Source: an optimization exercise on an open RTL-to-GDS flow (aim: small area, a short achievable clock period and few clock cycles per item). Production flows keep margins and buffers that such runs may drop. RTL that was checked went through simulation tests only; none was proved equivalent to the original. Power figures rest on the tool's default switching activity, not on a simulated workload.

Design axi_lite_slave_mem, start of the top module:
module axi_lite_slave_mem #(
    parameter int ADDR_WIDTH = 32,
    parameter int DATA_WIDTH = 32,
    parameter int DEPTH      = 32
) (
    input  logic                  s_axi_aclk,
    input  logic                  s_axi_areset,
    input  logic [ADDR_WIDTH-1:0] s_axi_awaddr,
    input  logic [2:0]            s_axi_awprot,
    input  logic                  s_axi_awvalid,
    output logic                  s_axi_awready,
    input  logic [DATA_WIDTH-1:0] s_axi_wdata,
    input  logic [3:0]            s_axi_wstrb,
    input  logic                  s_axi_wvalid,
    output logic                  s_axi_wready,
    output logic [1:0]            s_axi_bresp,
    output logic                  s_axi_bvalid,
    input  logic                  s_axi_bready,
    input  logic [ADDR_WIDTH-1:0] s_axi_araddr,
    input  logic [2:0]            s_axi_arprot,
    input  logic                  s_axi_arvalid,
    output logic                  s_axi_arready,
    output logic [DATA_WIDTH-1:0] s_axi_rdata,
    output logic [1:0]            s_axi_rresp,
    output logic                  s_axi_rvalid,
    input  logic                  s_axi_rready
);
    localparam int IDX_W = (DEPTH > 1) ? $clog2(DEPTH) : 1;
    localparam int HI_N  = DEPTH / 4;
    localparam logic [ADDR_WIDTH-3:0] DEPTH_W = (ADDR_WIDTH-2)'(DEPTH);
    logic w_unused;
    assign w_unused = ^{s_axi_awprot, s_axi_arprot, s_axi_awaddr[1:0], s_axi_araddr[1:0]};
    logic                              r_awready, r_wready, r_arready;
    logic                              r_aw_v, r_aw_ok;
    logic [3:0]                        r_aw_lo;       
    logic [HI_N-1:0]                   r_aw_hi;       
    logic                              r_w_v;
    logic [axi_lite_pkg::DATA_W-1:0]   r_w_data;
    logic [axi_lite_pkg::STRB_W-1:0]   r_w_strb;
    logic [axi_lite_pkg::STRB_W-1:0]   r_wen;         
  ...
clock: 4.0 ns
lec_check: 0
cap_margin: 20
core_margin: 2
core_utilization: 40
cts_cluster_diameter: 120
cts_cluster_size: 24
setup_slack_margin: 1.8
slew_margin: 20
standard.sh (not shown) runs the stock make flow with config.mk's settings and CLKGATE_MAP_FILE= SYNTH_SCRIPT=/design/flow/synth_recipe.tcl, a recipe that flattens the netlist after the stock synthesis.
==> flow/flow/run.sh <==
#!/bin/bash
# Own layout flow: the standard flow (standard.sh, unchanged synthesis, floorplan,
# power grid and tap cells), with plain buffers for the port buffers instead of the
# delay cells buffer_ports picks on its own.
set -euo pipefail
export BUFFER_PORTS_ARGS="-buffer_cell sky130_fd_sc_hd__buf_2"
bash standard.sh finish > flow_standard.log 2>&1
The starting point passed the timing, DRC and antenna checks.
Rerun with:
- SETUP_SLACK_MARGIN: 1.8 -> 2.2
Final area rises by 6.5%.
Global-route usage rises by 2.6 points.
Register-to-register slack gains 0.12 ns.
Die area does not change.
Synthesized area is unchanged.
Rerun with:
- ABC_CLOCK_PERIOD_IN_PS: unset -> 1800
- SETUP_SLACK_MARGIN: 2.2 -> 2.0
Effect: The new run finished with timing, DRC and antenna clean; worst setup slack degrades by 0.079 ns; utilization fell by 1.3 points; first-iteration DRC count fell by 7.2%; sequential cell count does not change; global-route usage fell by 1.2 points; sequential power is about the same; clock power fell by about 1%; routed wire length fell by 4.6%.
Function was not checked in any run of this note: the RTL went through the layout flow alone.

* * *

Setup of amber:
Another version of the RTL of axi_lite_slave_mem (not shown whole).
Size in the first run: about 1200 flip-flops, about 42000 um2 of cells after synthesis.
export LEC_CHECK = 0
export CAP_MARGIN = 20
export CORE_MARGIN = 2
export CORE_UTILIZATION = 40
export CTS_CLUSTER_DIAMETER = 100
export CTS_CLUSTER_SIZE = 28
export SETUP_SLACK_MARGIN = 2.1
export SLEW_MARGIN = 20
export SYNTH_HIERARCHICAL = 1
create_clock -name core_clock -period 4.0 [get_ports {s_axi_aclk}]
Scripts as last shown in full above: flow/flow/run.sh
amber was carried through to the last stage, and its layout satisfied the timing, DRC and antenna checks.
Testbench counts of amber, summed over its fixed seeds: cycles 8,024, items 16,000.
> inputs changed (amber -> fjord)
# amber
export LEC_CHECK = 0
export CAP_MARGIN = 20
export CORE_MARGIN = 2
export CORE_UTILIZATION = 40
export CTS_CLUSTER_DIAMETER = 100
export CTS_CLUSTER_SIZE = 28
export SETUP_SLACK_MARGIN = 2.1
export SLEW_MARGIN = 20
export SYNTH_HIERARCHICAL = 1
create_clock -name core_clock -period 4.0 [get_ports {s_axi_aclk}]
# fjord
export LEC_CHECK = 0
export CAP_MARGIN = 20
export CORE_MARGIN = 2
export CORE_UTILIZATION = 40
export CTS_CLUSTER_DIAMETER = 80
export CTS_CLUSTER_SIZE = 16
export SETUP_SLACK_MARGIN = 2.1
export SLEW_MARGIN = 20
export SYNTH_HIERARCHICAL = 1
create_clock -name core_clock -period 4.0 [get_ports {s_axi_aclk}]
## What came out
amber did not stop at any stage, and its layout met the timing, DRC and antenna checks. fjord went all the way through synthesis, placement and routing and the layout is clean on timing, DRC and antenna. Looking only at non-clock buffer instance count of the final layout, and setting everything else aside, the higher value of amber and fjord goes to fjord. STATUS global-route wire length before repair: fjord loses against amber. The clock-pin slew on the worst setup and hold paths number comes out higher for amber vs fjord. The count of clock-buffer cells in the layout of fjord exceeds that of amber by 55. After detailed routing, amber needs less wire than fjord. Area: fjord vs amber -> fjord larger. Between amber and fjord, power increased. Internal power consumption: fjord > amber. Detail-routed via count per cell: fjord vs amber down about 0.35%. Comparing fjord with amber, the final worst hold slack came out essentially unchanged.
For garnet, these inputs were changed with respect to fjord:
# fjord
export LEC_CHECK = 0
export CAP_MARGIN = 20
export CORE_MARGIN = 2
export CORE_UTILIZATION = 40
export CTS_CLUSTER_DIAMETER = 80
export CTS_CLUSTER_SIZE = 16
export SETUP_SLACK_MARGIN = 2.1
export SLEW_MARGIN = 20
export SYNTH_HIERARCHICAL = 1
create_clock -name core_clock -period 4.0 [get_ports {s_axi_aclk}]
# garnet
export LEC_CHECK = 0
export CAP_MARGIN = 20
export CORE_MARGIN = 2
export CORE_UTILIZATION = 45
export CTS_CLUSTER_DIAMETER = 100
export CTS_CLUSTER_SIZE = 28
export SETUP_SLACK_MARGIN = 2.15
export SLEW_MARGIN = 20
export SYNTH_HIERARCHICAL = 1
create_clock -name core_clock -period 4.0 [get_ports {s_axi_aclk}]
### Flow results
Diff fjord -> garnet: instance count after placement with tap cells included has decreased; count of clock-buffer cells in the layout has decreased.
Diff fjord -> garnet: synthesized area level, switching power summed over all nets moved down.
garnet ended up with a higher ratio of routed vias to standard cells than fjord did.
Layout-stage area growth over the synthesis result (lower): garnet
Taking garnet over fjord, the total power ratio works out to 0.908.
Taking fjord as the reference point, the initial standard-cell utilization of the core of garnet rises by 5.1 points.
Post-detailed-placement half-perimeter wirelength improves in garnet relative to fjord.

==> static timing again, ports no longer ideal <==
The flow's constraints put no driver on any port. The routed layouts listed below were extracted and timed again, unchanged, in two steps. Step 1 sets driving cells, clkbuf_16 on the clock port and buf_2 on the other inputs (assumed; they add their load-dependent delay and slew). Step 2 also shifts input and output timing later by t, the mid clock arrival at the registers, as if the neighbouring blocks saw the same clock. Slacks: no drivers / after step 1 / after step 2; pairs: no drivers / after step 1.
| run | t (ns) | setup WS [ns] | clock arrival spread, ns | worst data-port slew with drivers (ns) | cell pins on the clock port's net |
|---|---|---|---|---|---|
| the first run of note 1 | 0.710 | 1.728 / 1.728 / 1.127 | 0.025 / 0.025 | 0.14 | 1 |
| the second run of note 1 | 0.725 | 1.844 / 1.844 / 1.507 | 0.036 / 0.036 | 0.07 | 1 |
| the third run of note 1 | 0.720 | 1.765 / 1.765 / 1.376 | 0.033 / 0.033 | 0.10 | 1 |
| amber | 0.691 | 2.071 / 2.003 / 1.564 | 0.026 / 0.026 | 0.15 | 1 |
| fjord | 0.703 | 2.075 / 2.006 / 1.539 | 0.018 / 0.018 | 0.15 | 1 |
| garnet | 0.689 | 2.076 / 2.011 / 1.654 | 0.024 / 0.025 | 0.09 | 1 |
After both steps setup and hold are still met in every run listed. The setup slack of the first run of note 1, which loses most, moves by 0.000 ns with the drivers and by -0.601 ns with both steps.
